Source: an optimization exercise on an open RTL-to-GDS flow (aim: small area and a short achievable clock period). Production flows keep margins and buffers that such runs may drop.
The RTL was checked by simulation tests, not by an equivalence proof against the original design.
No run shown here takes its clock network from TritonCTS; it comes from the design's own scripts or RTL.
No driver is modelled on the clock port, so clock power and skew are understated where the tree is cut down; a real chip needs a root buffer or a tree.
No activity file was given, so power comes from the tool's default toggle rates.

## design/flow/config.mk

```make
export PLATFORM = sky130hd
export DESIGN_NAME = router_nport
export DESIGN_NICKNAME = router_nport
export VERILOG_FILES = /design/flow/design.v
export SDC_FILE = /design/flow/constraint.sdc
export NUM_CORES = 4
export LEC_CHECK = 0
export ABC_AREA = 1
export CAP_MARGIN = 20
export CORE_MARGIN = 2
export CORE_UTILIZATION = 30
export PLACE_DENSITY = 0.45
export SLEW_MARGIN = 20
export SYNTH_HIERARCHICAL = 1
export SYNTH_MINIMUM_KEEP_SIZE = 0
```

## design/flow/constraint.sdc

```tcl
create_clock -name core_clock -period 10.0 [get_ports {clk}]
set_input_delay 2.0000 -clock core_clock [delete_from_list [all_inputs] [get_ports {clk}]]
set_output_delay 2.0000 -clock core_clock [all_outputs]
set_load 0.01 [all_outputs]
```

## design/flow/design.v

```verilog
module router_nport #(
    parameter int NPORT  = 8,
    parameter int ADDR_W = $clog2(NPORT)
) (
    input  logic             clk,
    input  logic             reset_n,
    input  logic [NPORT-1:0] din,
    input  logic [NPORT-1:0] frame_n,
    input  logic [NPORT-1:0] valid_n,
    output logic [NPORT-1:0] busy_n,
    output logic [NPORT-1:0] dout,
    output logic [NPORT-1:0] valido_n,
    output logic [NPORT-1:0] frameo_n
);
    localparam int N = 8;
    localparam int W = 3;
    logic [W:0]   r_sr    [N];
    logic [N-1:0] w_inArb;
    logic [W-1:0] w_addr  [N];
    logic [N-1:0] r_jg;      
    logic [N-1:0] w_ov;      
    logic [W-1:0] r_ptr   [N];
    logic [N-1:0] r_dout, r_valido_n, r_frameo_n;
    logic [N-1:0] w_arb;
    logic [N-1:0] w_req   [N];    
    logic [N-1:0] w_st    [N];    
    logic [N-1:0] w_gnt   [N];    
    logic [N-1:0] w_granted;
    logic [W-1:0] w_pnext [N];
    logic [N-1:0] w_any;
    logic [N-1:0] w_osel  [N];    
    logic [N-1:0] w_dm, w_vn, w_fn;
    always_comb begin
        for (int i = 0; i < N; i++) begin
            w_inArb[i]  = r_sr[i][0];
            w_addr[i] = r_sr[i][W:1];
        end
    end
    assign w_arb = w_inArb;
    always_comb begin
        for (int d = 0; d < N; d++)
            for (int i = 0; i < N; i++) begin
                w_req[d][i] = w_arb[i] && (w_addr[i] == d);
                w_st[d][i]  = (r_ptr[d] == i);
            end
    end
    function automatic logic [N-1:0] prefixOr(input logic [N-1:0] x);
        logic [N-1:0] p1, p2, p4;
        p1 = x  | {x[N-2:0], 1'b0};
        p2 = p1 | {p1[N-3:0], 2'b0};
        p4 = p2 | {p2[N-5:0], 4'b0};
        prefixOr = {p4[N-2:0], 1'b0};
    endfunction
    always_comb begin
        w_granted = '0;
        for (int d = 0; d < N; d++) begin
            logic [N-1:0] above, hi, x;
            above = prefixOr(w_st[d]) | w_st[d];    
            hi    = w_req[d] & above;
            x     = (hi != '0) ? hi : w_req[d];
            w_gnt[d] = x & ~prefixOr(x) & {N{!w_ov[d]}};
            w_any[d] = (w_req[d] != '0);
            w_pnext[d] = '0;    
            for (int i = 0; i < N; i++)
                if (w_gnt[d][i]) w_pnext[d] = w_pnext[d] | W'((i + 1) % N);
            w_granted = w_granted | w_gnt[d];
        end
    end
    always_comb begin
        for (int d = 0; d < N; d++)
            for (int i = 0; i < N; i++) w_osel[d][i] = w_st[d][(i + 1) % N];
    end
    for (genvar d = 0; d < N; d++) begin : g_mux
        router_onehot_mux   u_dmux (.sel(w_osel[d]), .a(din),                    .y(w_dm[d]));
        router_onehot_mux_e u_vmux (.sel(w_osel[d]), .a(valid_n), .e(!w_ov[d]), .y(w_vn[d]));
        router_onehot_mux_e u_fmux (.sel(w_osel[d]), .a(frame_n), .e(!w_ov[d]), .y(w_fn[d]));
    end
    always_ff @(posedge clk or negedge reset_n) begin
        if (!reset_n) begin
            for (int i = 0; i < N; i++) r_sr[i] <= '0;
        end else begin
            for (int i = 0; i < N; i++) begin
                if (r_sr[i][0]) begin
                    if (w_granted[i]) r_sr[i] <= '0;           
                end else if (frame_n[i]) begin
                    r_sr[i] <= 4'b1000;                        
                end else if (r_sr[i] != '0) begin
                    r_sr[i] <= {din[i], r_sr[i][W:1]};         
                end
            end
        end
    end
    assign w_ov = ~r_frameo_n | r_jg;
    always_ff @(posedge clk or negedge reset_n) begin
        if (!reset_n) begin
            r_jg       <= '0;
            r_dout     <= '0;
            r_valido_n <= '1;
            r_frameo_n <= '1;
            for (int d = 0; d < N; d++) r_ptr[d] <= '0;
        end else begin
            for (int d = 0; d < N; d++) begin
                r_dout[d]     <= w_dm[d] && !w_vn[d];
                r_valido_n[d] <= w_vn[d];
                r_frameo_n[d] <= w_fn[d];
                r_jg[d]       <= !w_ov[d] && w_any[d];
                if (!w_ov[d] && w_any[d]) r_ptr[d] <= w_pnext[d];
            end
        end
    end
    assign busy_n   = ~w_inArb;
    assign dout     = r_dout;
    assign valido_n = r_valido_n;
    assign frameo_n = r_frameo_n;
endmodule
module router_onehot_mux (
    input  logic [7:0] sel,
    input  logic [7:0] a,
    output logic       y
);
    assign y = |(sel & a);
endmodule
module router_onehot_mux_e (
    input  logic [7:0] sel,
    input  logic [7:0] a,
    input  logic       e,
    output logic       y
);
    assign y = |(sel & a) | e;
endmodule
```

## design/flow/flow/run.sh

```bash
#!/bin/bash
# Own layout flow: the standard layout, with
#  - synthesis by flow/my_synth.tcl: the standard synthesis script plus
#    a hand-mapped one-hot multiplexer module (flow/mux_cells.v),
#  - small port buffers (buf_2 instead of the default delay buffers),
#  - repair_timing aiming for a larger setup margin (the SDC is unchanged),
#  - a one-level clock tree (flow/cts_post.tcl, run as ORFS's POST_CTS_TCL
#    hook): four clkbuf_16 fed from the clock port, one per quadrant.
set -euo pipefail
work=$(pwd)
bash standard.sh SYNTH_SCRIPT=$work/flow/my_synth.tcl synth > synth.log 2>&1
export BUFFER_PORTS_ARGS="-buffer_cell sky130_fd_sc_hd__buf_2"
export SETUP_SLACK_MARGIN=7.2
export POST_CTS_TCL=$work/flow/cts_post.tcl
bash standard.sh finish > layout.log 2>&1
```

## design/flow/flow/cts_post.tcl

```tcl
# POST_CTS hook: replace the clock tree that CTS built (a root buffer and
# eight leaf buffers, two levels) by one level of four clkbuf_16 buffers fed
# straight from the clock port. The flip-flops are split into four
# quadrants (by x, then each half by y) and each buffer sits at the centre of
# its quadrant's flip-flops, so every flip-flop's clock goes through exactly
# one buffer and arrives at about the same time.
set block [ord::get_db_block]
set clknet [$block findNet clk]

# Remove the buffers and nets that CTS made.
foreach inst [$block getInsts] {
  if {[string match "clkbuf_*" [$inst getName]]} { odb::dbInst_destroy $inst }
}
foreach net [$block getNets] {
  if {[string match "clknet_*" [$net getName]]} { odb::dbNet_destroy $net }
}

# Every flip-flop clock pin, now unconnected, goes back on the clock net.
set sinks {}
foreach inst [$block getInsts] {
  set it [$inst findITerm CLK]
  if {$it eq "NULL" || $it eq ""} { continue }
  if {[$it getNet] ne "NULL" && [$it getNet] ne ""} { $it disconnect }
  set loc [$inst getLocation]
  lappend sinks [list [lindex $loc 0] [lindex $loc 1] $it]
}
puts "cts_post: [llength $sinks] clock pins"

set master [[ord::get_db] findMaster sky130_fd_sc_hd__clkbuf_16]
set sinks [lsort -integer -index 0 $sinks]
set h [expr {[llength $sinks] / 2}]
set groups {}
foreach half [list [lrange $sinks 0 [expr {$h - 1}]] [lrange $sinks $h end]] {
  set half [lsort -integer -index 1 $half]
  set m [expr {[llength $half] / 2}]
  lappend groups [lrange $half 0 [expr {$m - 1}]] [lrange $half $m end]
}
set b 0
foreach part $groups {
  set net [odb::dbNet_create $block "clknet_q$b"]
  $net setSigType CLOCK
  set inst [odb::dbInst_create $block $master "clkbuf_q$b"]
  set sx 0
  set sy 0
  foreach s $part {
    [lindex $s 2] connect $net
    incr sx [lindex $s 0]
    incr sy [lindex $s 1]
  }
  [$inst findITerm A] connect $clknet
  [$inst findITerm X] connect $net
  $inst setLocation [expr {$sx / [llength $part]}] [expr {$sy / [llength $part]}]
  $inst setPlacementStatus PLACED
  incr b
}
detailed_placement
check_placement -verbose
estimate_parasitics -placement
report_clock_latency
```

## design/flow/flow/mux_cells.v

```verilog
// Hand-mapped router_onehot_mux: y = |(sel & a) as four AND-OR-invert
// pairs and a NAND, two gate levels.
module router_onehot_mux (sel, a, y);
  input [7:0] sel;
  input [7:0] a;
  output y;
  wire [3:0] p;
  sky130_fd_sc_hd__a22oi_1 u_p0 (.A1(sel[0]), .A2(a[0]), .B1(sel[1]), .B2(a[1]), .Y(p[0]));
  sky130_fd_sc_hd__a22oi_1 u_p1 (.A1(sel[2]), .A2(a[2]), .B1(sel[3]), .B2(a[3]), .Y(p[1]));
  sky130_fd_sc_hd__a22oi_1 u_p2 (.A1(sel[4]), .A2(a[4]), .B1(sel[5]), .B2(a[5]), .Y(p[2]));
  sky130_fd_sc_hd__a22oi_1 u_p3 (.A1(sel[6]), .A2(a[6]), .B1(sel[7]), .B2(a[7]), .Y(p[3]));
  sky130_fd_sc_hd__nand4_1 u_or (.A(p[0]), .B(p[1]), .C(p[2]), .D(p[3]), .Y(y));
endmodule

// Hand-mapped router_onehot_mux_e: y = |(sel & a) | e, two gate levels.
module router_onehot_mux_e (sel, a, e, y);
  input [7:0] sel;
  input [7:0] a;
  input e;
  output y;
  wire [3:0] p;
  sky130_fd_sc_hd__a22oi_1  u_p0 (.A1(sel[0]), .A2(a[0]), .B1(sel[1]), .B2(a[1]), .Y(p[0]));
  sky130_fd_sc_hd__a22oi_1  u_p1 (.A1(sel[2]), .A2(a[2]), .B1(sel[3]), .B2(a[3]), .Y(p[1]));
  sky130_fd_sc_hd__a22oi_1  u_p2 (.A1(sel[4]), .A2(a[4]), .B1(sel[5]), .B2(a[5]), .Y(p[2]));
  sky130_fd_sc_hd__a221oi_1 u_p3 (.A1(sel[6]), .A2(a[6]), .B1(sel[7]), .B2(a[7]), .C1(e), .Y(p[3]));
  sky130_fd_sc_hd__nand4_1  u_or (.A(p[0]), .B(p[1]), .C(p[2]), .D(p[3]), .Y(y));
endmodule
```

## design/flow/flow/my_synth.tcl

```tcl
# synth_recipe.tcl (the standard synthesis script) with one step added
# before the design is flattened: the kept modules router_onehot_mux and
# router_onehot_mux_e, which ABC maps as four-level NAND trees, are replaced
# by the two-level hand-mapped netlists in mux_cells.v (same functions). Registers are not
# touched, so their names and cell types are those of the standard synthesis.
proc synth {args} { yosys synth -nofsm -noshare {*}$args }
source $::env(SCRIPTS_DIR)/synth.tcl
read_verilog -overwrite [file dirname $::env(SYNTH_SCRIPT)]/mux_cells.v
hierarchy -top $::env(DESIGN_NAME)
# left out here: clear keep_hierarchy, flatten, clean up, hide names made inside functions
tee -o $::env(REPORTS_DIR)/synth_stat_final.txt stat -liberty [lindex $::env(LIB_FILES) 0]
# left out here: write 1_2_yosys.v
```

## design/flow/standard.sh

```bash
#!/bin/bash
# synth_recipe.tcl (not shown) runs the flow's synth.tcl, then flattens the netlist and writes it again
# the make line also repeats each setting of config.mk as NAME=value (left out here)
make -C /OpenROAD-flow-scripts/flow DESIGN_CONFIG=/design/flow/config.mk WORK_HOME=/design/flow/orfs CLKGATE_MAP_FILE= SYNTH_SCRIPT=/design/flow/synth_recipe.tcl "${@:-finish}"
```

==> results of run 1 <==
## state kept, by name, summed over array words and instances, names as in the netlist
register and count:
r_ptr 24, r_frameo_n 8, r_dout 8, r_sr 32, r_valido_n 8, r_jg 8
## worst min-delay path: cells and delay by family, from the launching register on
kind | cells | cell delay (ps)
and+or+nand+nor | 2 | 110
buffers and inverters | 1 | 40
DFF | 1 | 380
## through the flow
stage / hold slack, ps / area, sq um / instances
global route: 593 / 9100 / 1659
finish: 558 / 9100 / 1659
floorplan: 484 / 7880 / 1246
global placement: 532 / 8550 / 1632
detailed placement: 533 / 8550 / 1632
## layer usage
layer	global-route usage (%)	share of wire, %	up-vias
met5	0	0	-
met3	3.77	8.9	65
met4	8.77	3.6	0
met2	39.8	44	430
li1	-	-	4327
met1	35.1	44	4234
## layout make-up
cell class / instances / area share, %
buffer: 4 / 1.10
tap: 335 / 4.60
multi-input combinational: 987 / 55.5
sequential: 88 / 24.5
timing repair buffer: 77 / 6.76
timing repair inverter: 4 / 0.838
inverter: 164 / 6.76
## power breakdown
group | internal, mW | leakage, nW | switching, mW
sequential | 0.533 | 1.08 | 0.204
combinational | 0.600 | 3.55 | 1.15
clock | 0.0739 | 0.0493 | 0.106
## worst max-delay path by stage
stage               cells after the start           from           to  slack (ps)
detailed placement                      2        reset_n  r_ptr[2][2]        6790
global route                           17     r_sr[6][0]   r_sr[4][1]        7120
floorplan                               3     frame_n[0]   r_sr[0][3]        7370
finish                                  1  r_frameo_n[3]  frameo_n[3]        7130
global placement                        2        reset_n      r_jg[2]        6810
==> reports/metrics.csv, run 1 <==
metric;value;unit
grt_max_degree;46;
critPathTopFamily;flip-flops;
clk_pin_slew_worst_paths;100;ps
end_kind;output pin;
cellPowerDensity;293;mW/mm^2
multi_input_area;0.00505;sq mm
hp-start;r_sr[3][0];
drt-wirelength-per-cell;21.1;microns
area_growth;15.5;%
gp_congestion;0.981;
slew_headroom;50.0;%
final_core_util;35.1;%
n_antenna_cell;0;
slowest_delay;590;ps
worst_slack;7130;ps
fin_setup_tns;0;ps
finalPower;2.66;mW
grt_pass1_wl;52700;microns
critPathLaunchType;flip-flop;
core.rowCount;59;
num_io_pins;58;
die_area;0.0276;sq mm
rsz0062_at_grt;yes;
cp_cell_sequence;buf_6;
timing.fmax;349;MHz
via_per_inst;5.46;
ant_nets;0;
critPathMaxFanout;2;
rr_endpoint;r_sr[4][3];
critPathKind;reg2out;
seqCellArea;0.00223;sq mm
coreArea;0.0259;sq mm
min_path_type;reg2reg;
first_global_vias;8603;
antenna_found_initial;0;
dp_hpwl;26900;microns
syn_nets;1272;
fin_crit;2870;ps
tightest_slew;731;ps
slowest_stage;dfstp_2;
min_period_over_period;28.7;%
drive_gt1_share;18.9;%
hold_viol;0;
drc_errors;0;
r2r-start;r_sr[6][0];
final_common_cell;nand2_1;
drt_iter0_drc;1024;
hold_end;r_sr[3][3];
place_ws;6790;ps
worst-path-buf-inv;1;
p_leak;4.67;nW
insertion_delay;170;ps
cap_violations;0;
nets;1345;
peakVddDrop;0.110;mV
setup_viol;0;
holdPathStages;3;
syn-cell-area;0.00788;sq mm
nFillCells;2908;
final_cell_mix;nand2_1, nor2_1, inv_1;
postSynthAreaPerCell;6.32;sq um
drv_slew;0;
outcome;finished clean;
reg2reg_slack;7290;ps
synth_warnings;23;
routed-via-count;9056;
worst_ep_arrival_time;870;ps
r2r_cells;17;
routed_wirelength;35000;microns
first_pass_iters;6;
portBuffers;57;
grt_usage;25.2;%
initial_core_util;30.4;%
skew;10.3;ps
grt-ovfl-total;0;
cts.sinks;88;
synthCells;1246;
dieHeight;166;microns
required;8000;ps
die_x;166;microns
==> inputs of run 2 (changes only) <==
--- a/design/flow/flow/cts_post.tcl
+++ b/design/flow/flow/cts_post.tcl
@@ -7,12 +7,25 @@
 set block [ord::get_db_block]
 set clknet [$block findNet clk]
 
-# Remove the buffers and nets that CTS made.
-foreach inst [$block getInsts] {
-  if {[string match "clkbuf_*" [$inst getName]]} { odb::dbInst_destroy $inst }
+# Remove the cells that CTS made (its buffers, and the dummy loads it hangs
+# on the tree to balance it) and the nets between them: every cell on a
+# CTS net other than at a flip-flop clock pin.
+set cts_insts {}
+foreach net [$block getNets] {
+  if {![string match "clknet_*" [$net getName]]} { continue }
+  foreach it [$net getITerms] {
+    if {[[$it getMTerm] getName] ne "CLK"} { lappend cts_insts [$it getInst] }
+  }
 }
+foreach it [$clknet getITerms] {
+  if {[[$it getMTerm] getName] ne "CLK"} { lappend cts_insts [$it getInst] }
+}
+foreach inst [lsort -unique $cts_insts] { odb::dbInst_destroy $inst }
 foreach net [$block getNets] {
   if {[string match "clknet_*" [$net getName]]} { odb::dbNet_destroy $net }
+}
+foreach inst [$block getInsts] {
+  if {[string match "clkload*" [$inst getName]]} { puts "cts_post: left over [$inst getName]" }
 }
 
 # Every flip-flop clock pin, now unconnected, goes back on the clock net.
==> reports/metrics.csv, run 2 <==
metric;value;unit;change
timing.fmax;349;MHz;about the same
num_io_pins;58;;unchanged
area_growth;14.2;%;
peakVddDrop;0.110;mV;about the same
grt_use_met1;35.1;%;unchanged
largest_register;r_sr;;
critPathKind;reg2out;;
routed-via-count;9021;;-0.39%
ant_nets;0;;unchanged
final_cell_mix;nand2_1, nor2_1, inv_1;;
hold_viol;0;;unchanged
worst_ep_arrival_time;870;ps;about the same
synth_warnings;23;;unchanged
gp_congestion;0.981;;unchanged
slowest_delay;590;ps;about the same
hp-start;r_sr[3][0];;
fin_setup_tns;0;ps;unchanged
grt_pass1_wl;52700;microns;unchanged
synthCells;1246;;unchanged
nets;1345;;unchanged
use_met2;39.8;%;unchanged
insertion_delay;170;ps;about the same
min_path_type;reg2reg;;
top_regs;r_sr: 32 flops, r_ptr: 24 flops;;
reg2reg_slack;7270;ps;-20 ps
min_period_over_period;28.7;%;about the same
worst_slack;7130;ps;+1.15 ps
worst-path-buf-inv;1;;unchanged
cellPowerDensity;296;mW/mm^2;+1.0%
setup_viol;0;;unchanged
place_ws;6790;ps;unchanged
routed_wirelength;34900;microns;-0.22%
fin_crit;2870;ps;-1.15 ps
grt-ovfl-total;0;;unchanged
syn_nets;1272;;unchanged
clk_pin_slew_worst_paths;100;ps;about the same
grt_max_degree;46;;unchanged
drive_gt1_share;18.5;%;-0.36 points
tightest_slew;746;ps;+15.2 ps
syn-cell-area;0.00788;sq mm;unchanged
drc_errors;0;;unchanged
die_x;166;microns;unchanged
required;8000;ps;about the same
gr-usage-met3;3.77;%;unchanged
die_area;0.0276;sq mm;unchanged
drv_slew;0;;unchanged
final_common_cell;nand2_1;;
drt-wirelength-per-cell;21.1;microns;+0.21%
busiest_layer;met2;;
cp_cell_sequence;buf_6;;
dp_hpwl;26900;microns;unchanged
rsz0062_at_grt;yes;;
cts.sinks;88;;unchanged
slew_headroom;49.0;%;-1.0 points
grt_usage;25.2;%;unchanged
portBuffers;57;;unchanged
cp-startpoint;r_frameo_n[3];;
antenna_found_initial;0;;unchanged
end_kind;output pin;;
cap_violations;0;;unchanged
p_leak;4.62;nW;-1.0%
n_antenna_cell;0;;unchanged
outcome;finished clean;;
coreArea;0.0259;sq mm;unchanged
first_global_vias;8603;;unchanged
slowest_stage;dfstp_2;;
critPathLaunchType;flip-flop;;
critPathMaxFanout;2;;unchanged
initial_core_util;30.4;%;unchanged
drt_iter0_drc;1020;;-0.39%
critPathTopFamily;flip-flops;;
via_per_inst;5.46;;about the same
first_pass_iters;6;;unchanged
r2r-start;r_sr[6][0];;
core.rowCount;59;;unchanged
dieHeight;166;microns;unchanged
skew;8.96;ps;-1.38 ps
largest_register_ffs;32;;unchanged
postSynthAreaPerCell;6.32;sq um;unchanged
==> run 2: tightest hold or removal path, stage by stage, from the launching register on <==
cell and delay [ps]:
dfrtp_2 380, inv_2 40, nand2_1 60, nand2_1 50
==> run 2: layout make-up <==
| class | instances | area (sq um) |
|---|---|---|
| Inverter | 164 | 616 |
| Fill cell | 2918 | 16900 |
| Timing Repair Buffer | 74 | 584 |
| Buffer | 4 | 100 |
| Sequential cell | 88 | 2230 |
| Tap cell | 335 | 419 |
| Multi-Input combinational cell | 987 | 5050 |
==> run 2: power breakdown <==
| part | internal [mW] | total, mW | switching (mW) |
|---|---|---|---|
| Clock | 0.0739 | 0.180 | 0.106 |
| Combinational | 0.597 | 1.74 | 1.15 |
| Sequential | 0.533 | 0.736 | 0.203 |
| Total | 1.20 | 2.66 | 1.46 |
==> run 2: layer usage <==
metal,wire (microns),vias up
met5,0,-
met4,1240,0
met3,3070,64
met2,15400,407
met1,15200,4221
li1,-,4329
==> run 2: final timing paths <==
| kind | to | cells after the start |
|---|---|---|
| min | r_sr[3][3] | 3 |
| min in group asynchronous | r_ptr[6][2] | 1 |
| max in group asynchronous | r_frameo_n[2] | 2 |
| max reg2reg | r_sr[4][3] | 17 |
| max | frameo_n[3] | 1 |
| min reg2reg | r_sr[3][3] | 3 |
==> run 2: through the flow <==
step | instance area [sq um] | utilization [%] | hold slack, ps | total power [mW] | cells
2_1_floorplan | 7880 | - | 484 | 1.87 | 1246
3_5_place_dp | 8550 | 33.0 | 533 | 2.34 | 1632
3_3_place_gp | 8550 | 33.0 | 532 | 2.35 | 1632
6_report | 8990 | 34.7 | 558 | 2.66 | 1652
5_1_grt | 8990 | 34.7 | 593 | 2.91 | 1652
==> inputs of run 3 (changes only) <==
--- a/design/flow/design.v
+++ b/design/flow/design.v
@@ -20,7 +20,7 @@
     logic [N-1:0] r_jg;      
     logic [N-1:0] w_ov;      
     logic [W-1:0] r_ptr   [N];
-    logic [N-1:0] r_dout, r_valido_n, r_frameo_n;
+    logic [N-1:0] r_dout, r_valido, r_frameo;    
     logic [N-1:0] w_arb;
     logic [N-1:0] w_req   [N];    
     logic [N-1:0] w_st    [N];    
@@ -29,7 +29,7 @@
     logic [W-1:0] w_pnext [N];
     logic [N-1:0] w_any;
     logic [N-1:0] w_osel  [N];    
-    logic [N-1:0] w_dm, w_vn, w_fn;
+    logic [N-1:0] w_dm, w_v, w_f;
     always_comb begin
         for (int i = 0; i < N; i++) begin
             w_inArb[i]  = r_sr[i][0];
@@ -72,8 +72,8 @@
     end
     for (genvar d = 0; d < N; d++) begin : g_mux
         router_onehot_mux   u_dmux (.sel(w_osel[d]), .a(din),                    .y(w_dm[d]));
-        router_onehot_mux_e u_vmux (.sel(w_osel[d]), .a(valid_n), .e(!w_ov[d]), .y(w_vn[d]));
-        router_onehot_mux_e u_fmux (.sel(w_osel[d]), .a(frame_n), .e(!w_ov[d]), .y(w_fn[d]));
+        router_onehot_mux_en u_vmux (.sel(w_osel[d]), .a(valid_n), .e(!w_ov[d]), .y_n(w_v[d]));
+        router_onehot_mux_en u_fmux (.sel(w_osel[d]), .a(frame_n), .e(!w_ov[d]), .y_n(w_f[d]));
     end
     always_ff @(posedge clk or negedge reset_n) begin
         if (!reset_n) begin
@@ -90,19 +90,19 @@
             end
         end
     end
-    assign w_ov = ~r_frameo_n | r_jg;
+    assign w_ov = r_frameo | r_jg;
     always_ff @(posedge clk or negedge reset_n) begin
         if (!reset_n) begin
             r_jg       <= '0;
             r_dout     <= '0;
-            r_valido_n <= '1;
-            r_frameo_n <= '1;
+            r_valido   <= '0;
+            r_frameo   <= '0;
             for (int d = 0; d < N; d++) r_ptr[d] <= '0;
         end else begin
             for (int d = 0; d < N; d++) begin
-                r_dout[d]     <= w_dm[d] && !w_vn[d];
-                r_valido_n[d] <= w_vn[d];
-                r_frameo_n[d] <= w_fn[d];
+                r_dout[d]     <= w_dm[d] && w_v[d];
+                r_valido[d]   <= w_v[d];
+                r_frameo[d]   <= w_f[d];
                 r_jg[d]       <= !w_ov[d] && w_any[d];
                 if (!w_ov[d] && w_any[d]) r_ptr[d] <= w_pnext[d];
             end
@@ -110,8 +110,8 @@
     end
     assign busy_n   = ~w_inArb;
     assign dout     = r_dout;
-    assign valido_n = r_valido_n;
-    assign frameo_n = r_frameo_n;
+    assign valido_n = ~r_valido;
+    assign frameo_n = ~r_frameo;
 endmodule
 module router_onehot_mux (
     input  logic [7:0] sel,
@@ -120,11 +120,11 @@
 );
     assign y = |(sel & a);
 endmodule
-module router_onehot_mux_e (
+module router_onehot_mux_en (
     input  logic [7:0] sel,
     input  logic [7:0] a,
     input  logic       e,
-    output logic       y
+    output logic       y_n
 );
-    assign y = |(sel & a) | e;
+    assign y_n = !(|(sel & a) | e);
 endmodule
--- a/design/flow/flow/run.sh
+++ b/design/flow/flow/run.sh
@@ -10,6 +10,6 @@
 work=$(pwd)
 bash standard.sh SYNTH_SCRIPT=$work/flow/my_synth.tcl synth > synth.log 2>&1
 export BUFFER_PORTS_ARGS="-buffer_cell sky130_fd_sc_hd__buf_2"
-export SETUP_SLACK_MARGIN=7.2
+export SETUP_SLACK_MARGIN=7.3
 export POST_CTS_TCL=$work/flow/cts_post.tcl
 bash standard.sh finish > layout.log 2>&1
--- a/design/flow/flow/mux_cells.v
+++ b/design/flow/flow/mux_cells.v
@@ -12,16 +12,16 @@
   sky130_fd_sc_hd__nand4_1 u_or (.A(p[0]), .B(p[1]), .C(p[2]), .D(p[3]), .Y(y));
 endmodule
 
-// Hand-mapped router_onehot_mux_e: y = |(sel & a) | e, two gate levels.
-module router_onehot_mux_e (sel, a, e, y);
+// Hand-mapped router_onehot_mux_en: y_n = !(|(sel & a) | e), two gate levels.
+module router_onehot_mux_en (sel, a, e, y_n);
   input [7:0] sel;
   input [7:0] a;
   input e;
-  output y;
+  output y_n;
   wire [3:0] p;
   sky130_fd_sc_hd__a22oi_1  u_p0 (.A1(sel[0]), .A2(a[0]), .B1(sel[1]), .B2(a[1]), .Y(p[0]));
   sky130_fd_sc_hd__a22oi_1  u_p1 (.A1(sel[2]), .A2(a[2]), .B1(sel[3]), .B2(a[3]), .Y(p[1]));
   sky130_fd_sc_hd__a22oi_1  u_p2 (.A1(sel[4]), .A2(a[4]), .B1(sel[5]), .B2(a[5]), .Y(p[2]));
   sky130_fd_sc_hd__a221oi_1 u_p3 (.A1(sel[6]), .A2(a[6]), .B1(sel[7]), .B2(a[7]), .C1(e), .Y(p[3]));
-  sky130_fd_sc_hd__nand4_1  u_or (.A(p[0]), .B(p[1]), .C(p[2]), .D(p[3]), .Y(y));
+  sky130_fd_sc_hd__and4_1   u_or (.A(p[0]), .B(p[1]), .C(p[2]), .D(p[3]), .X(y_n));
 endmodule
--- a/design/flow/flow/my_synth.tcl
+++ b/design/flow/flow/my_synth.tcl
@@ -1,6 +1,6 @@
 # synth_recipe.tcl (the standard synthesis script) with one step added
 # before the design is flattened: the kept modules router_onehot_mux and
-# router_onehot_mux_e, which ABC maps as four-level NAND trees, are replaced
+# router_onehot_mux_en, which ABC maps as four-level NAND trees, are replaced
 # by the two-level hand-mapped netlists in mux_cells.v (same functions). Registers are not
 # touched, so their names and cell types are those of the standard synthesis.
 proc synth {args} { yosys synth -nofsm -noshare {*}$args }
==> reports/metrics.csv, run 3 <==
metric;value;unit;change
gp_congestion;0.904;;-7.8%
drive_gt1_share;21.1;%;+2.6 points
drt_iter0_drc;936;;-8.2%
end_kind;output pin;;
final_common_cell;nand2_1;;
slowest_stage;dfrtp_1;;
largest_register_ffs;32;;unchanged
critPathLaunchType;flip-flop;;
hold_slack;550;ps;-7.84 ps
routed_wirelength;35200;microns;+0.76%
p_leak;4.79;nW;+3.5%
num_io_pins;58;;unchanged
critPathTopFamily;flip-flops;;
setup_viol;0;;unchanged
cts.sinks;88;;unchanged
cp_cell_sequence;inv_2 > buf_6;;
top_regs;r_sr: 32 flops, r_ptr: 24 flops;;
first_global_vias;8548;;-0.64%
synth_warnings;23;;unchanged
routed-via-count;9153;;+1.5%
via_per_inst;5.44;;-0.29%
die_x;166;microns;about the same
min_path_type;reg2reg;;
antenna_found_initial;0;;unchanged
largest_register;r_sr;;
fin_setup_tns;0;ps;unchanged
cellPowerDensity;290;mW/mm^2;-2.0%
final_cell_mix;nand2_1, inv_1, nor2_1;;
required;8000;ps;about the same
grt-ovfl-total;0;;unchanged
clk_pin_slew_worst_paths;110;ps;about the same
worst_ep_arrival_time;800;ps;-70 ps
grt_pass1_wl;53000;microns;+0.64%
core.rowCount;59;;unchanged
place_ws;6800;ps;+9.03 ps
rsz0062_at_grt;yes;;
cap_violations;0;;unchanged
worst_slack;7200;ps;+66.9 ps
tightest_slew;912;ps;+166 ps
slew_headroom;38.9;%;-10 points
timing.fmax;357;MHz;+2.4%
slowest_delay;410;ps;-180 ps
drt-wirelength-per-cell;20.9;microns;-0.98%
postSynthAreaPerCell;6.21;sq um;-1.8%
grt_usage;25.3;%;+0.069 points
fin_crit;2800;ps;-66.9 ps
syn-cell-area;0.00787;sq mm;-0.13%
hold_viol;0;;unchanged
initial_core_util;30.4;%;-0.039 points
critPathKind;reg2out;;
min_period_over_period;28.0;%;-0.67 points
critPathMaxFanout;2;;unchanged
die_area;0.0275;sq mm;-0.13%
synthCells;1267;;+1.7%
drc_errors;0;;unchanged
area_growth;19.2;%;
syn_nets;1293;;+1.7%
grt_max_degree;51;;+11%
nets;1374;;+2.2%
peakVddDrop;0.111;mV;+0.90%
skew;11.2;ps;+2.20 ps
drv_slew;0;;unchanged
dp_hpwl;27300;microns;+1.5%
outcome;finished clean;;
worst-path-buf-inv;2;;+1
ant_nets;0;;unchanged
portBuffers;57;;unchanged
n_antenna_cell;0;;unchanged
first_pass_iters;6;;unchanged
insertion_delay;170;ps;about the same
coreArea;0.0259;sq mm;unchanged
dieHeight;166;microns;about the same
run 3: cell types whose count changed in the layout (fill, tap and decap cells not counted), moves of 10 or more:
cell / delta
and4_1: +16
nor2_1: -28
nand2_1: +10
nor2_4: +13
buf_6: -12
dfrtp_1: +15
inv_1: +16
buf_4: +11
dfstp_2: -16
nand4_1: -24
run 3: routing by layer:
layer | track usage [%] | vias up | part of all wire (%)
met2 | 40.7 | 429 | 45
met5 | 0 | - | 0
met1 | 34.6 | 4274 | 44
met4 | 6.77 | 0 | 3.0
li1 | - | 4386 | -
met3 | 4.89 | 64 | 7.5
run 3: final timing paths:
path	startpoint	to	slack (ps)	cells after the start
worst max-delay path	r_sr[1][0]	busy_n[1]	7200	2
worst min-delay path	r_sr[4][0]	r_sr[4][3]	550	3
worst max register to register	r_sr[2][0]	r_sr[2][2]	7410	14
worst min register to register	r_sr[4][0]	r_sr[4][3]	550	3
max in group asynchronous	reset_n	r_sr[5][0]	7500	2
min in group asynchronous	reset_n	r_jg[5]	1730	1
run 3: area by class of cell:
cell class | count | area, sq um
fillers | 2848 | 16500
multi-input cells | 982 | 5300
flip-flops and latches | 88 | 2210
inverters | 189 | 722
repair buffers | 83 | 632
well taps | 335 | 419
plain buffers | 4 | 100
run 3: metrics by stage:
step	instances	instance area [sq um]	power, mW	util (%)
2_1_floorplan	1267	7870	1.83	-
3_3_place_gp	1652	8540	2.32	33.0
3_5_place_dp	1652	8540	2.31	33.0
5_1_grt	1681	9380	2.96	36.2
6_report	1681	9380	2.72	36.2
run 3: report_power, final:
group	internal, mW	switching, mW
registers	0.514	0.207
clock network	0.0741	0.112
logic	0.613	1.20
run 3: worst reg2reg max path: stages (launching register included):
cell and delay [ps]:
dfrtp_2 430, buf_4 180, nand2_2 180, nor2_2 130, nand2_1 110, nand2_1 90, nor2_4 180, nand2_4 90
o21ai_2 210, inv_1 60, nand3_1 200, nand4_1 200, nor2_1 190, nand2_1 140, o21ai_1 150
==> inputs of run 4 (changes only) <==
--- a/design/flow/flow/run.sh
+++ b/design/flow/flow/run.sh
@@ -10,6 +10,6 @@
 work=$(pwd)
 bash standard.sh SYNTH_SCRIPT=$work/flow/my_synth.tcl synth > synth.log 2>&1
 export BUFFER_PORTS_ARGS="-buffer_cell sky130_fd_sc_hd__buf_2"
-export SETUP_SLACK_MARGIN=7.3
+export SETUP_SLACK_MARGIN=7.1
 export POST_CTS_TCL=$work/flow/cts_post.tcl
 bash standard.sh finish > layout.log 2>&1
==> reports/metrics.csv, run 4 <==
metric;value;unit;change
outcome;finished clean;;
nets;1365;;-0.66%
drt_iter0_drc;1086;;+16%
worst-path-buf-inv;2;;unchanged
worst_ep_arrival_time;2920;ps;+2120 ps
grt_usage;25.3;%;about the same
syn_nets;1293;;unchanged
multi_input_area;0.00494;sq mm;-6.8%
synth_warnings;23;;unchanged
syn-cell-area;0.00787;sq mm;unchanged
cpMostUsedCell;nand2_1;;
ant_nets;0;;unchanged
num_io_pins;58;;unchanged
insertion_delay;170;ps;about the same
critPathLaunchType;input port;;
min_path_type;reg2reg;;
critPathMaxFanout;10;;+8
rsz0062_at_grt;yes;;
drc_errors;0;;unchanged
postSynthAreaPerCell;6.21;sq um;unchanged
routed-via-count;9049;;-1.1%
portBuffers;57;;unchanged
top_regs;r_sr: 32 flops, r_ptr: 24 flops;;
slowest_stage;or3_1;;
coreArea;0.0259;sq mm;unchanged
end_kind;flip-flop;;
tightest_slew;824;ps;-87.9 ps
timing.fmax;354;MHz;-1.0%
cellPowerDensity;293;mW/mm^2;+1.0%
dieHeight;166;microns;unchanged
antenna_found_initial;0;;unchanged
peakVddDrop;0.109;mV;-2.2%
slew_headroom;44.8;%;+5.9 points
clk_pin_slew_worst_paths;100;ps;about the same
p_leak;4.65;nW;-2.8%
area_growth;12.6;%;
drt-wirelength-per-cell;20.9;microns;about the same
cp_cell_sequence;buf_2 > inv_1 > nand2_1 > or3_1 > nand2_2 > nand2_1 > o21ai_0;;
cap_violations;0;;unchanged
drv_slew;0;;unchanged
setup_viol;0;;unchanged
routed_wirelength;35000;microns;-0.52%
core.rowCount;59;;unchanged
min_period_over_period;28.3;%;+0.29 points
grt_pass1_wl;53000;microns;about the same
hold_viol;0;;unchanged
required;10090;ps;+2090 ps
final_common_cell;nand2_1;;
die_area;0.0275;sq mm;unchanged
seqCellArea;0.00221;sq mm;about the same
critPathKind;in2reg;;
gp_congestion;0.904;;unchanged
slowest_delay;320;ps;-90 ps
grt-ovfl-total;0;;unchanged
via_per_inst;5.41;;-0.60%
grt_max_degree;51;;unchanged
fin_setup_tns;0;ps;unchanged
hold_slack;549;ps;-0.563 ps
synthCells;1267;;unchanged
initial_core_util;30.4;%;unchanged
first_pass_iters;7;;+1
largest_register_ffs;32;;unchanged
fin_crit;2830;ps;+28.7 ps
critPathTopFamily;simple AND/OR/NAND/NOR gates;;
nFillCells;2907;;+2.1%
cts.sinks;88;;unchanged
first_global_vias;8533;;-0.18%
final_cell_mix;nand2_1, inv_1, nor2_1;;
die_x;166;microns;unchanged
n_antenna_cell;0;;unchanged
skew;14.5;ps;+3.30 ps
drive_gt1_share;15.6;%;-5.5 points
dp_hpwl;27300;microns;unchanged
largest_register;r_sr;;
[run 4: through the flow]
| step | std cells | cell area (sq um) | setup slack, ps | total power, mW | utilization [%] |
|---|---|---|---|---|---|
| detailed placement | 1652 | 8540 | 6800 | 2.31 | 33.0 |
| finish | 1672 | 8860 | 7170 | 2.59 | 34.2 |
| global route | 1672 | 8860 | 7050 | 2.83 | 34.2 |
| floorplan | 1267 | 7870 | 7320 | 1.83 | - |
| global placement | 1652 | 8540 | 6790 | 2.32 | 33.0 |
[run 4: worst register-to-register path: stages, from the launching register on]
cell and delay (ps):
dfrtp_2 390, buf_4 160, nand2_2 100, nor2_2 340, nand2_1 180, nand2_1 150, nor2_4 70, nand3_1 80
nand2_1 60, nor2_1 220, nand3_1 110, nor2_1 370, nor2_1 140, nand3_2 120, nand2_2 70, nand2_1 60
nand2_1 50
[run 4: report_power, final]
part	internal (mW)	switching (mW)	leakage, nW
clock network	0.0741	0.112	0.0493
registers	0.513	0.203	1.12
logic	0.563	1.13	3.48
[run 4: final timing paths]
path | from | to | slack [ps] | cells after the start
setup / recovery | frame_n[1] | r_sr[1][3] | 7170 | 7
min in group asynchronous | reset_n | r_jg[5] | 1800 | 1
max in group asynchronous | reset_n | r_sr[5][0] | 7270 | 2
hold / removal | r_sr[4][0] | r_sr[4][3] | 550 | 3
setup reg to reg | r_sr[5][0] | r_sr[3][2] | 7250 | 16
hold reg to reg | r_sr[4][0] | r_sr[4][3] | 550 | 3
[run 4: area by class of cell]
class | count | share of cell area, %
buffer | 4 | 1.13
inverter | 189 | 8.01
multi-input combinational | 982 | 55.8
sequential | 88 | 24.9
tap | 335 | 4.73
timing repair buffer | 74 | 5.44
[run 4: layer usage]
| layer | vias up | global-route usage, % | share of wire [%] | routed length [microns] |
|---|---|---|---|---|
| met5 | - | 0 | 0 | 0 |
| met1 | 4202 | 34.5 | 44 | 15400 |
| met2 | 423 | 40.8 | 45 | 15700 |
| li1 | 4367 | - | - | - |
| met3 | 57 | 5.08 | 8.6 | 3020 |
| met4 | 0 | 6.62 | 2.8 | 979 |
==> inputs of run 5 (changes only) <==
--- a/design/flow/flow/run.sh
+++ b/design/flow/flow/run.sh
@@ -10,6 +10,6 @@
 work=$(pwd)
 bash standard.sh SYNTH_SCRIPT=$work/flow/my_synth.tcl synth > synth.log 2>&1
 export BUFFER_PORTS_ARGS="-buffer_cell sky130_fd_sc_hd__buf_2"
-export SETUP_SLACK_MARGIN=7.1
+export SETUP_SLACK_MARGIN=7.2
 export POST_CTS_TCL=$work/flow/cts_post.tcl
 bash standard.sh finish > layout.log 2>&1
--- a/design/flow/config.mk
+++ b/design/flow/config.mk
@@ -9,6 +9,7 @@
 export CAP_MARGIN = 20
 export CORE_MARGIN = 2
 export CORE_UTILIZATION = 30
+export GPL_TIMING_DRIVEN = 1
 export PLACE_DENSITY = 0.45
 export SLEW_MARGIN = 20
 export SYNTH_HIERARCHICAL = 1
==> reports/metrics.csv, run 5 <==
metric;value;unit;change
outcome;finished clean;;
critPathLaunchType;flip-flop;;
top_regs;r_sr: 32 flops, r_ptr: 24 flops;;
min_path_type;reg2reg;;
p_leak;4.67;nW;+0.34%
area_growth;14.0;%;
portBuffers;57;;unchanged
peakVddDrop;0.110;mV;+0.77%
reg2reg_slack;7360;ps;+110 ps
die_x;166;microns;unchanged
cellPowerDensity;292;mW/mm^2;about the same
n_antenna_cell;0;;unchanged
grt_pass1_wl;53000;microns;about the same
holdPathStages;2;;-1
fin_setup_tns;0;ps;unchanged
drt_iter0_drc;1072;;-1.3%
end_kind;output pin;;
slowest_stage;dfrtp_2;;
routed_wirelength;35000;microns;about the same
dieHeight;166;microns;unchanged
fin_crit;2800;ps;-27.2 ps
nFillCells;2889;;-0.62%
rr_endpoint;r_sr[5][1];;
num_io_pins;58;;unchanged
final_common_cell;nand2_1;;
largest_register_ffs;32;;unchanged
grt_usage;25.3;%;about the same
rsz0062_at_grt;yes;;
cp_cell_sequence;inv_2 > buf_6;;
cts.sinks;88;;unchanged
drv_slew;0;;unchanged
synth_warnings;23;;unchanged
grt_max_degree;51;;unchanged
nets;1366;;+0.073%
min_period_over_period;28.0;%;-0.27 points
dpl_cell_area;0.00854;sq mm;unchanged
routed-via-count;9165;;+1.3%
dp_hpwl;27300;microns;unchanged
first_pass_iters;6;;-1
initial_core_util;30.4;%;unchanged
syn_nets;1293;;unchanged
coreArea;0.0259;sq mm;unchanged
worst_slack;7200;ps;+27.2 ps
timing.fmax;357;MHz;+0.97%
required;8000;ps;-2090 ps
slew_headroom;45.0;%;+0.18 points
synthCells;1267;;unchanged
antenna_found_initial;0;;unchanged
setup_viol;0;;unchanged
syn-cell-area;0.00787;sq mm;unchanged
via_per_inst;5.48;;+1.2%
drc_errors;0;;unchanged
drt-wirelength-per-cell;20.9;microns;about the same
design_area;0.00897;sq mm;+1.2%
final_cell_mix;nand2_1, inv_1, nor2_1;;
drive_gt1_share;17.2;%;+1.6 points
tightest_slew;822;ps;-2.75 ps
worst_ep_arrival_time;800;ps;-2120 ps
slowest_delay;430;ps;+110 ps
die_area;0.0275;sq mm;unchanged
final_cells;1673;;+0.060%
critPathKind;reg2out;;
clk_pin_slew_worst_paths;110;ps;about the same
r2r_cells;18;;+2
critPathTopFamily;flip-flops;;
worst-path-buf-inv;2;;unchanged
gp_congestion;0.904;;unchanged
hp-start;r_sr[0][3];;
ant_nets;0;;unchanged
r2r-start;r_sr[6][0];;
grt-ovfl-total;0;;unchanged
hold_end;r_sr[0][3];;
place_ws;6800;ps;unchanged
critPathMaxFanout;3;;-7
first_global_vias;8543;;+0.12%
core.rowCount;59;;unchanged
dpl.cell_count;1652;;unchanged
cap_violations;0;;unchanged
hold_viol;0;;unchanged
hold_slack;547;ps;-2.12 ps
insertion_delay;170;ps;about the same
largest_register;r_sr;;
postSynthAreaPerCell;6.21;sq um;unchanged
skew;10.3;ps;-4.20 ps
-- run 5: how the worst max path moves through the flow --
stage | startpoint | to | slack (ps) | depth (start not counted)
after detailed placement | reset_n | r_ptr[4][2] | 6800 | 2
after global placement | reset_n | r_ptr[4][0] | 6790 | 2
after floorplan | frame_n[1] | r_sr[1][3] | 7320 | 5
after global routing | valid_n[6] | r_dout[2] | 7150 | 5
final | r_sr[6][0] | busy_n[6] | 7200 | 2
-- run 5: power by group --
part / switching [mW] / internal [mW] / leakage, nW
Combinational: 1.14 / 0.573 / 3.50
Sequential: 0.205 / 0.513 / 1.12
Clock: 0.113 / 0.0741 / 0.0493
-- run 5: tightest hold or removal path: cells and delay by family (launching register included) --
kind	cells	cell delay, ps
flip-flops	1	410
AND/OR/NAND/NOR	2	110
-- run 5: final cells by class --
class,count,area [sq um],share of cell area (%)
buffer,4,100,1.12
timing repair buffer,75,495,5.53
multi-input combinational,982,5030,56.2
inverter,189,709,7.91
tap,335,419,4.67
sequential,88,2210,24.6
-- run 5: through the flow --
| stage | power (mW) | utilization, % |
|---|---|---|
| floorplan | 1.83 | - |
| global placement | 2.32 | 33.0 |
| detailed placement | 2.31 | 33.0 |
| global route | 2.86 | 34.6 |
| finish | 2.62 | 34.6 |
-- run 5: per-layer routing --
metal	vias up	share of wire [%]	global-route usage, %	wire length, microns
met3	54	8.2	4.86	2870
li1	4378	-	-	-
met1	4304	44	34.7	15400
met4	0	2.2	6.35	779
met5	-	0	0	0
met2	429	46	40.9	16000
==> inputs of run 6 (changes only) <==
--- a/design/flow/config.mk
+++ b/design/flow/config.mk
@@ -9,7 +9,6 @@
 export CAP_MARGIN = 20
 export CORE_MARGIN = 2
 export CORE_UTILIZATION = 30
-export GPL_TIMING_DRIVEN = 1
 export PLACE_DENSITY = 0.45
 export SLEW_MARGIN = 20
 export SYNTH_HIERARCHICAL = 1
==> reports/metrics.csv, run 6 <==
metric;value;unit;change
nFillCells;2889;;unchanged
critPathKind;reg2out;;
grt_pass1_wl;53000;microns;unchanged
portBuffers;57;;unchanged
final_core_util;34.6;%;unchanged
p_clk_share;7.1;%;about the same
final_cell_mix;nand2_1, inv_1, nor2_1;;
hold_slack;547;ps;unchanged
place_ws;6800;ps;unchanged
p_comb_share;65.5;%;about the same
nets;1366;;unchanged
slew_headroom;45.0;%;unchanged
insertion_delay;170;ps;about the same
gp_congestion;0.904;;unchanged
cellPowerDensity;292;mW/mm^2;unchanged
first_pass_iters;6;;unchanged
fin_setup_tns;0;ps;unchanged
first_global_vias;8543;;unchanged
dieHeight;166;microns;unchanged
syn-cell-area;0.00787;sq mm;unchanged
final_cells;1673;;unchanged
largest_register_ffs;32;;unchanged
clk_pin_slew_worst_paths;110;ps;about the same
cts.sinks;88;;unchanged
swShare;55.7;%;unchanged
coreArea;0.0259;sq mm;unchanged
routed_wirelength;35000;microns;unchanged
power.switching;1.46;mW;unchanged
fin_crit;2800;ps;unchanged
synthCells;1267;;unchanged
via_per_inst;5.48;;unchanged
drt-wirelength-per-cell;20.9;microns;unchanged
drc_errors;0;;unchanged
design_area;0.00897;sq mm;unchanged
core.rowCount;59;;unchanged
outcome;finished clean;;
drive_gt1_share;17.2;%;unchanged
top_regs;r_sr: 32 flops, r_ptr: 24 flops;;
largest_register;r_sr;;
cp_cell_sequence;inv_2 > buf_6;;
grt_usage;25.3;%;unchanged
min_period_over_period;28.0;%;unchanged
grt_max_degree;51;;unchanged
routed-via-count;9165;;unchanged
seqPwrFrac;27.4;%;about the same
rsz0062_at_grt;yes;;
antenna_found_initial;0;;unchanged
synth_warnings;23;;unchanged
area_growth;14.0;%;unchanged
end_kind;output pin;;
slowest_stage;dfrtp_2;;
p_int;1.16;mW;unchanged
tightest_slew;822;ps;unchanged
peakVddDrop;0.110;mV;unchanged
cap_violations;0;;unchanged
num_io_pins;58;;unchanged
slowest_delay;430;ps;about the same
hold_viol;0;;unchanged
ant_nets;0;;unchanged
initial_core_util;30.4;%;unchanged
grt-ovfl-total;0;;unchanged
n_antenna_cell;0;;unchanged
min_path_type;reg2reg;;
worst_ep_arrival_time;800;ps;about the same
required;8000;ps;about the same
die_area;0.0275;sq mm;unchanged
postSynthAreaPerCell;6.21;sq um;unchanged
syn_nets;1293;;unchanged
drt_iter0_drc;1072;;unchanged
skew;10.3;ps;unchanged
setup_viol;0;;unchanged
critPathLaunchType;flip-flop;;
dp_hpwl;27300;microns;unchanged
drv_slew;0;;unchanged
timing.fmax;357;MHz;unchanged
critPathMaxFanout;3;;unchanged
dpl_cell_area;0.00854;sq mm;unchanged
worst_slack;7200;ps;unchanged
die_x;166;microns;unchanged
final_common_cell;nand2_1;;
p_leak;4.67;nW;unchanged
dpl.cell_count;1652;;unchanged
finalPower;2.62;mW;unchanged
## run 6: area by class of cell
type	instances	area, sq um	area share, %
multi-input combinational	982	5030	56.2
sequential	88	2210	24.6
inverter	189	709	7.91
timing repair buffer	75	495	5.53
tap	335	419	4.67
buffer	4	100	1.12
## run 6: power groups by stage
| stage | clock network, mW | logic, mW | registers (mW) |
|---|---|---|---|
| after global placement | 0 | 1.59 | 0.736 |
| after floorplan | 0 | 1.19 | 0.637 |
| after global routing | 0.205 | 1.92 | 0.741 |
| final | 0.187 | 1.72 | 0.718 |
| after detailed placement | 0 | 1.58 | 0.729 |
## run 6: path summary, 6_finish.rpt
check / from / endpoint / slack [ps] / cells past startpoint
worst max-delay path: r_sr[6][0] / busy_n[6] / 7200 / 2
worst min-delay path: r_sr[0][3] / r_sr[0][3] / 550 / 2
worst max register to register: r_sr[6][0] / r_sr[5][1] / 7360 / 18
worst min register to register: r_sr[0][3] / r_sr[0][3] / 550 / 2
max in group asynchronous: reset_n / r_sr[5][0] / 7370 / 2
min in group asynchronous: reset_n / r_jg[5] / 1810 / 1
## run 6: worst max-delay path, delay by kind of cell (launching register included)
kind                   cells  cell delay (ps)
DFF                        1              430
buffers and inverters      2              210
## run 6: routing by layer
layer	share of wire, %	up-vias	GRT usage, %
li1	-	4378	-
met1	44	4304	34.7
met2	46	429	40.9
met3	8.2	54	4.86
met4	2.2	0	6.35
met5	0	-	0
==> inputs of run 7 (changes only) <==
--- a/design/flow/config.mk
+++ b/design/flow/config.mk
@@ -8,8 +8,8 @@
 export ABC_AREA = 1
 export CAP_MARGIN = 20
 export CORE_MARGIN = 2
-export CORE_UTILIZATION = 30
-export PLACE_DENSITY = 0.45
+export CORE_UTILIZATION = 40
+export PLACE_DENSITY = 0.55
 export SLEW_MARGIN = 20
 export SYNTH_HIERARCHICAL = 1
 export SYNTH_MINIMUM_KEEP_SIZE = 0
==> reports/metrics.csv, run 7 <==
metric;value;unit;change
die_x;144;microns;-13%
drive_gt1_share;16.0;%;-1.2 points
largest_register;r_sr;;
finalPower;2.58;mW;-1.6%
coreArea;0.0194;sq mm;-25%
outcome;finished clean;;
drt_iter0_drc;955;;-11%
dp_hpwl;25200;microns;-7.9%
area_growth;12.1;%;
initial_core_util;40.6;%;+10 points
n_antenna_cell;0;;unchanged
nFillCells;2136;;-26%
critPathTopFamily;compound AO/OA/AOI/OAI gates;;
dpl.cell_count;1582;;-4.2%
synthCells;1267;;unchanged
core.rowCount;51;;-14%
p_clk_share;7.1;%;about the same
seqCellArea;0.00221;sq mm;unchanged
grt-ovfl-total;0;;unchanged
grt_max_degree;47;;-7.8%
slowest_delay;360;ps;-70 ps
worst-path-buf-inv;2;;unchanged
rsz0062_at_grt;yes;;
critPathMaxFanout;8;;+5
antenna_found_initial;0;;unchanged
drc_errors;0;;unchanged
cellPowerDensity;292;mW/mm^2;about the same
skew;7.65;ps;-2.62 ps
grt_usage;32.0;%;+6.8 points
hold_slack;536;ps;-11.7 ps
peakVddDrop;0.129;mV;+18%
slew_headroom;52.9;%;+7.9 points
cts.sinks;88;;unchanged
multi_input_area;0.00499;sq mm;-0.80%
worst_slack;7170;ps;-33.5 ps
p_int;1.16;mW;-0.33%
min_path_type;reg2reg;;
critPathLaunchType;input port;;
die_area;0.0208;sq mm;-24%
design_area;0.00882;sq mm;-1.6%
first_pass_iters;5;;-1
top_regs;r_sr: 32 flops, r_ptr: 24 flops;;
p_leak;4.66;nW;-0.20%
final_cells;1602;;-4.2%
drv_slew;0;;unchanged
nets;1365;;-0.073%
first_global_vias;8379;;-1.9%
postSynthAreaPerCell;6.21;sq um;unchanged
fin_setup_tns;0;ps;unchanged
clk_pin_slew_worst_paths;100;ps;about the same
ant_nets;0;;unchanged
portBuffers;57;;unchanged
dieHeight;144;microns;-13%
seqPwrFrac;27.6;%;+0.2 points
timing.fmax;353;MHz;-1.2%
fin_crit;2830;ps;+33.5 ps
swShare;55.2;%;-0.59 points
p_comb_share;65.3;%;-0.2 points
num_io_pins;58;;unchanged
syn-cell-area;0.00787;sq mm;unchanged
largest_register_ffs;32;;unchanged
slowest_stage;a221oi_1;;
dpl_cell_area;0.00845;sq mm;-1.0%
required;10110;ps;+2110 ps
routed-via-count;9182;;+0.19%
critPathKind;in2reg;;
min_period_over_period;28.3;%;+0.34 points
grt_pass1_wl;49000;microns;-7.4%
place_ws;6820;ps;+22.1 ps
setup_viol;0;;unchanged
worst_ep_arrival_time;2950;ps;+2150 ps
hold_viol;0;;unchanged
drt-wirelength-per-cell;20.3;microns;-2.9%
via_per_inst;5.73;;+4.6%
final_common_cell;nand2_1;;
gp_congestion;1.01;;+12%
end_kind;flip-flop;;
cap_violations;0;;unchanged
synth_warnings;23;;unchanged
final_core_util;45.5;%;+11 points
insertion_delay;170;ps;about the same
routed_wirelength;32500;microns;-7.1%
syn_nets;1293;;unchanged
cp_cell_sequence;buf_2 > a221oi_1 > and4_1 > buf_4;;
tightest_slew;703;ps;-119 ps
power.switching;1.42;mW;-2.7%
final_cell_mix;nand2_1, inv_1, nor2_1;;
run 7: worst paths after layout:
| path | end | cells past startpoint | from | slack, ps |
|---|---|---|---|---|
| worst max-delay path | r_valido[4] | 4 | valid_n[6] | 7170 |
| worst min-delay path | r_sr[2][2] | 2 | r_sr[2][3] | 540 |
| worst max register to register | r_sr[4][3] | 18 | r_sr[4][0] | 7380 |
| worst min register to register | r_sr[2][2] | 2 | r_sr[2][3] | 540 |
| max in group asynchronous | r_sr[5][0] | 2 | reset_n | 7360 |
| min in group asynchronous | r_dout[5] | 1 | reset_n | 1820 |
run 7: layout make-up:
class / count / area share, %
Timing Repair Buffer: 74 / 5.43
Sequential cell: 88 / 25.0
Tap cell: 265 / 3.76
Inverter: 189 / 8.04
Multi-Input combinational cell: 982 / 56.6
Buffer: 4 / 1.13
run 7: power by group through the flow:
stage,Combinational (mW),Sequential (mW),Clock [mW]
final,1.68,0.712,0.183
after global routing,1.89,0.733,0.199
after detailed placement,1.55,0.719,0
after global placement,1.56,0.725,0
after floorplan,1.19,0.637,0
run 7: per-layer routing:
| metal | up-vias | GRT usage [%] | share of wire [%] |
|---|---|---|---|
| met3 | 92 | 6.56 | 9.7 |
| met2 | 459 | 45.7 | 41 |
| li1 | 4358 | - | - |
| met4 | 0 | 17.2 | 5.8 |
| met5 | - | 0 | 0 |
| met1 | 4273 | 45.3 | 44 |
run 7: worst reg2reg max path, cell delays in order, from the launching register on:
cell,delay (ps)
dfrtp_2,390
buf_4,140
nand2_1,100
nor2_1,390
nand2_1,130
nand2_1,100
nor2_2,60
nand2_2,100
nand2_1,70
nand2_1,110
nand2_2,90
inv_2,60
nand4_1,190
nand2_1,230
nor2_2,100
nand2_2,90
nand2_2,60
nand2_1,60
nand2_1,50
==> inputs of run 8 (changes only) <==
==> design/flow/config.mk (replaced) <==
export PLATFORM = sky130hd
export DESIGN_NAME = router_nport
export DESIGN_NICKNAME = router_nport
export VERILOG_FILES = /design/flow/design.v
export SDC_FILE = /design/flow/constraint.sdc
export NUM_CORES = 4
export LEC_CHECK = 0
export ABC_AREA = 1
export CAP_MARGIN = 0
export CORE_MARGIN = 2
export CORE_UTILIZATION = 30
export PLACE_DENSITY = 0.45
export SLEW_MARGIN = 0
export SYNTH_HIERARCHICAL = 1
export SYNTH_MINIMUM_KEEP_SIZE = 0
==> reports/metrics.csv, run 8 <==
metric;value;unit;change
syn-cell-area;0.00787;sq mm;unchanged
slowest_delay;430;ps;+70 ps
grt-ovfl-total;0;;unchanged
tightest_slew;822;ps;+119 ps
hold_viol;0;;unchanged
core.rowCount;59;;+16%
outcome;finished clean;;
num_io_pins;58;;unchanged
synthCells;1267;;unchanged
dpl_cell_area;0.00854;sq mm;+1.0%
postSynthAreaPerCell;6.21;sq um;unchanged
synth_warnings;23;;unchanged
drt-wirelength-per-cell;20.9;microns;+3.0%
grt_usage;25.3;%;-6.8 points
insertion_delay;170;ps;about the same
drv_slew;0;;unchanged
cp_cell_sequence;inv_2 > buf_6;;
rsz0062_at_grt;yes;;
portBuffers;57;;unchanged
hold_slack;547;ps;+11.7 ps
worst_slack;7200;ps;+33.5 ps
gp_congestion;0.904;;-10%
min_period_over_period;28.0;%;-0.34 points
drt_iter0_drc;1072;;+12%
cap_violations;0;;unchanged
grt_max_degree;51;;+8.5%
critPathLaunchType;flip-flop;;
setup_viol;0;;unchanged
required;8000;ps;-2110 ps
critPathMaxFanout;3;;-5
dieHeight;166;microns;+15%
cellPowerDensity;292;mW/mm^2;about the same
via_per_inst;5.48;;-4.4%
area_growth;14.0;%;
timing.fmax;357;MHz;+1.2%
nets;1366;;+0.073%
min_path_type;reg2reg;;
slowest_stage;dfrtp_2;;
routed_wirelength;35000;microns;+7.6%
fin_crit;2800;ps;-33.5 ps
slew_headroom;45.0;%;-7.9 points
final_cell_mix;nand2_1, inv_1, nor2_1;;
routed-via-count;9165;;-0.19%
largest_register;r_sr;;
die_x;166;microns;+15%
peakVddDrop;0.110;mV;-15%
first_global_vias;8543;;+2.0%
fin_setup_tns;0;ps;unchanged
place_ws;6800;ps;-22.1 ps
clk_pin_slew_worst_paths;110;ps;about the same
dp_hpwl;27300;microns;+8.5%
antenna_found_initial;0;;unchanged
largest_register_ffs;32;;unchanged
coreArea;0.0259;sq mm;+34%
cts.sinks;88;;unchanged
ant_nets;0;;unchanged
first_pass_iters;6;;+1
syn_nets;1293;;unchanged
die_area;0.0275;sq mm;+32%
critPathKind;reg2out;;
grt_pass1_wl;53000;microns;+8.0%
drc_errors;0;;unchanged
initial_core_util;30.4;%;-10 points
n_antenna_cell;0;;unchanged
drive_gt1_share;17.2;%;+1.2 points
top_regs;r_sr: 32 flops, r_ptr: 24 flops;;
final_common_cell;nand2_1;;
worst_ep_arrival_time;800;ps;-2150 ps
end_kind;output pin;;
design_area;0.00897;sq mm;+1.6%
p_leak;4.67;nW;+0.20%
skew;10.3;ps;+2.62 ps
finalPower;2.62;mW;+1.7%
run 8: changes by cell type in the layout (fill, tap and decap cells not counted), moves of 2 or more:
cell	change
nand3_2	-2
nor2_4	+3
inv_1	-3
buf_2	-2
buf_4	+2
nor2_2	+10
inv_2	+3
nand3_1	+2
nor2_1	-13
run 8: layer usage:
metal	track usage, %	routed length (microns)	share of wire (%)	vias to the layer above
li1	-	-	-	4378
met1	34.7	15400	44	4304
met2	40.9	16000	46	429
met3	4.86	2870	8.2	54
met4	6.35	779	2.2	0
met5	0	0	0	-
run 8: cell type report:
type	instances	area, sq um
Tap cell	335	419
Inverter	189	709
Sequential cell	88	2210
Timing Repair Buffer	75	495
Fill cell	2889	16900
Multi-Input combinational cell	982	5030
Buffer	4	100
run 8: worst max-delay path: cells and delay by family, from the launching register on:
kind     cells  cell delay (ps)
buf+inv      2              210
flops        1              430
run 8: final timing paths:
kind / to / slack [ps] / depth (start not counted) / start
worst max-delay path: busy_n[6] / 7200 / 2 / r_sr[6][0]
worst min-delay path: r_sr[0][3] / 550 / 2 / r_sr[0][3]
worst max register to register: r_sr[5][1] / 7360 / 18 / r_sr[6][0]
worst min register to register: r_sr[0][3] / 550 / 2 / r_sr[0][3]
max in group asynchronous: r_sr[5][0] / 7370 / 2 / reset_n
min in group asynchronous: r_jg[5] / 1810 / 1 / reset_n
run 8: power breakdown:
part / switching [mW] / internal [mW] / total [mW]
Combinational: 1.14 / 0.573 / 1.72
Clock: 0.113 / 0.0741 / 0.187
Sequential: 0.205 / 0.513 / 0.718
run 8: through the flow:
step	instances	utilization [%]
finish	1673	34.6
global route	1673	34.6
detailed placement	1652	33.0
global placement	1652	33.0
floorplan	1267	-
==> inputs of run 9 (changes only) <==
==> design/flow/flow/run.sh (replaced) <==
#!/bin/bash
# Own layout flow: the standard layout, with
#  - synthesis by flow/my_synth.tcl: the standard synthesis script plus
#    a hand-mapped one-hot multiplexer module (flow/mux_cells.v),
#  - small port buffers (buf_1 instead of the default delay buffers),
#  - repair_timing aiming for a larger setup margin (the SDC is unchanged),
#  - a one-level clock tree (flow/cts_post.tcl, run as ORFS's POST_CTS_TCL
#    hook): four clkbuf_16 fed from the clock port, one per quadrant.
set -euo pipefail
work=$(pwd)
bash standard.sh SYNTH_SCRIPT=$work/flow/my_synth.tcl synth > synth.log 2>&1
export BUFFER_PORTS_ARGS="-buffer_cell sky130_fd_sc_hd__buf_1"
export SETUP_SLACK_MARGIN=7.2
export POST_CTS_TCL=$work/flow/cts_post.tcl
bash standard.sh finish > layout.log 2>&1
--- a/design/flow/config.mk
+++ b/design/flow/config.mk
@@ -6,10 +6,10 @@
 export NUM_CORES = 4
 export LEC_CHECK = 0
 export ABC_AREA = 1
-export CAP_MARGIN = 0
+export CAP_MARGIN = 20
 export CORE_MARGIN = 2
 export CORE_UTILIZATION = 30
 export PLACE_DENSITY = 0.45
-export SLEW_MARGIN = 0
+export SLEW_MARGIN = 20
 export SYNTH_HIERARCHICAL = 1
 export SYNTH_MINIMUM_KEEP_SIZE = 0
==> reports/metrics.csv, run 9 <==
metric;value;unit;change
drv_slew;0;;unchanged
slowest_stage;dfrtp_1;;
core.rowCount;59;;unchanged
first_global_vias;8774;;+2.7%
ant_nets;0;;unchanged
hold_viol;0;;unchanged
initial_core_util;30.4;%;unchanged
fin_crit;2800;ps;+1.44 ps
nets;1370;;+0.29%
synth_warnings;23;;unchanged
cp_cell_sequence;inv_2 > buf_6;;
dpl_cell_area;0.00847;sq mm;-0.82%
p_leak;4.68;nW;+0.22%
p_clk_share;7.0;%;about the same
area_growth;14.6;%;
nFillCells;2893;;+0.14%
drt_iter0_drc;921;;-14%
final_cell_mix;nand2_1, inv_1, nor2_1;;
slew_headroom;46.9;%;+1.9 points
gp_congestion;0.974;;+7.8%
critPathMaxFanout;2;;-1
min_period_over_period;28.0;%;about the same
cellPowerDensity;292;mW/mm^2;about the same
finalPower;2.63;mW;+0.51%
timing.fmax;357;MHz;about the same
clk_pin_slew_worst_paths;100;ps;about the same
drive_gt1_share;16.8;%;-0.42 points
slowest_delay;410;ps;-20 ps
worst_ep_arrival_time;800;ps;about the same
portBuffers;57;;unchanged
grt_usage;25.2;%;-0.049 points
power.switching;1.47;mW;+0.28%
fin_setup_tns;0;ps;unchanged
critPathLaunchType;flip-flop;;
synthCells;1267;;unchanged
insertion_delay;170;ps;about the same
drt-wirelength-per-cell;20.9;microns;about the same
drc_errors;0;;unchanged
die_area;0.0275;sq mm;unchanged
cts.sinks;88;;unchanged
routed_wirelength;35100;microns;+0.18%
grt-ovfl-total;0;;unchanged
grt_max_degree;56;;+9.8%
final_core_util;34.8;%;+0.18 points
die_x;166;microns;unchanged
cp-startpoint;r_sr[1][0];;
top_regs;r_sr: 32 flops, r_ptr: 24 flops;;
skew;11.1;ps;+0.840 ps
largest_register_ffs;32;;unchanged
final_common_cell;nand2_1;;
tightest_slew;794;ps;-27.8 ps
routed-via-count;9197;;+0.35%
num_io_pins;58;;unchanged
seqPwrFrac;27.4;%;about the same
dp_hpwl;27300;microns;-0.13%
min_path_type;reg2reg;;
cap_violations;0;;unchanged
hp-start;r_sr[2][1];;
outcome;finished clean;;
grt_pass1_wl;53000;microns;about the same
dieHeight;166;microns;unchanged
antenna_found_initial;0;;unchanged
rsz0062_at_grt;yes;;
p_comb_share;65.6;%;about the same
end_kind;output pin;;
swShare;55.6;%;-0.13 points
via_per_inst;5.48;;+0.11%
largest_register;r_sr;;
critPathKind;reg2out;;
setup_viol;0;;unchanged
r2r-start;r_sr[5][0];;
postSynthAreaPerCell;6.21;sq um;unchanged
required;8000;ps;about the same
syn_nets;1293;;unchanged
p_int;1.17;mW;+0.80%
n_antenna_cell;0;;unchanged
syn-cell-area;0.00787;sq mm;unchanged
coreArea;0.0259;sq mm;unchanged
design_area;0.00901;sq mm;+0.53%
first_pass_iters;5;;-1
peakVddDrop;0.0948;mV;-13%
run 9: cell count changes in the layout (fill, tap and decap cells not counted), moves of 3 or more:
| cell | before | now |
|---|---|---|
| buf_2 | 45 | 20 |
| clkbuf_2 | 0 | 16 |
| buf_1 | 0 | 7 |
| a221oi_1 | 15 | 10 |
| buf_4 | 19 | 24 |
| nor2_1 | 133 | 138 |
| a221oi_2 | 1 | 5 |
| nor2_4 | 19 | 16 |
run 9: final timing paths:
kind	cells after the start	to	slack [ps]
max in group asynchronous	2	r_sr[6][0]	7430
min	2	r_sr[2][0]	540
max	2	busy_n[1]	7200
min in group asynchronous	1	r_jg[5]	1820
max reg2reg	18	r_sr[5][3]	7270
min reg2reg	2	r_sr[2][0]	540
run 9: metal layers:
metal	vias up	global-route usage, %	part of all wire, %
met4	0	9.83	3.9
met1	4317	34.3	44
met5	-	0	0
li1	4363	-	-
met3	74	4.05	7.8
met2	443	40.2	45
run 9: area by class of cell:
cell class | count | area [sq um] | area share (%)
Tap cell | 335 | 419 | 4.65
Multi-Input combinational cell | 982 | 5050 | 56.0
Buffer | 4 | 100 | 1.11
Timing Repair Buffer | 79 | 527 | 5.84
Sequential cell | 88 | 2210 | 24.5
Inverter | 189 | 709 | 7.87
run 9: power by group through the flow:
stage,Combinational [mW],Sequential [mW],Clock (mW)
finish,1.73,0.722,0.184
global route,1.92,0.748,0.201
detailed placement,1.56,0.736,0
global placement,1.56,0.741,0
floorplan,1.19,0.637,0
run 9: worst max-delay path: cells and delay by family (launching register included):
kind / cells / cell delay (ps)
buf+inv: 2 / 240
flops: 1 / 410
run 9: stage by stage:
step | worst slack [ps] | cells | hold WS (ps)
floorplan | 7320 | 1267 | 480
global placement | 6710 | 1652 | 521
detailed placement | 6700 | 1652 | 533
global route | 7130 | 1677 | 588
finish | 7200 | 1677 | 541

## separate check: timing with driven ports
How much do the figures lean on ideal ports? The routed layouts below were timed once more, with nothing changed but the port constraints. Step 1 sets driving cells, clkbuf_16 on the clock port and buf_2 on the other inputs (assumed; they add their load-dependent delay and slew). Step 2 also shifts input and output timing later by t, the mid clock arrival at the registers, as if the neighbouring blocks saw the same clock. a / b / c = ideal / step 1 / step 2; a / b = the first two.
run	shift t [ns]	setup WS [ns]
run 1	0.267	7.133 / 7.029 / 6.994
run 2	0.267	7.134 / 7.030 / 6.990
run 3	0.271	7.201 / 7.096 / 7.085
run 4	0.272	7.172 / 7.099 / 6.983
run 5	0.272	7.200 / 7.094 / 7.033
run 6	0.272	7.200 / 7.094 / 7.033
run 7	0.263	7.166 / 7.074 / 6.978
run 8	0.272	7.200 / 7.094 / 7.033
run 9	0.270	7.198 / 7.093 / 7.032
After both steps setup and hold are still met in every run listed.
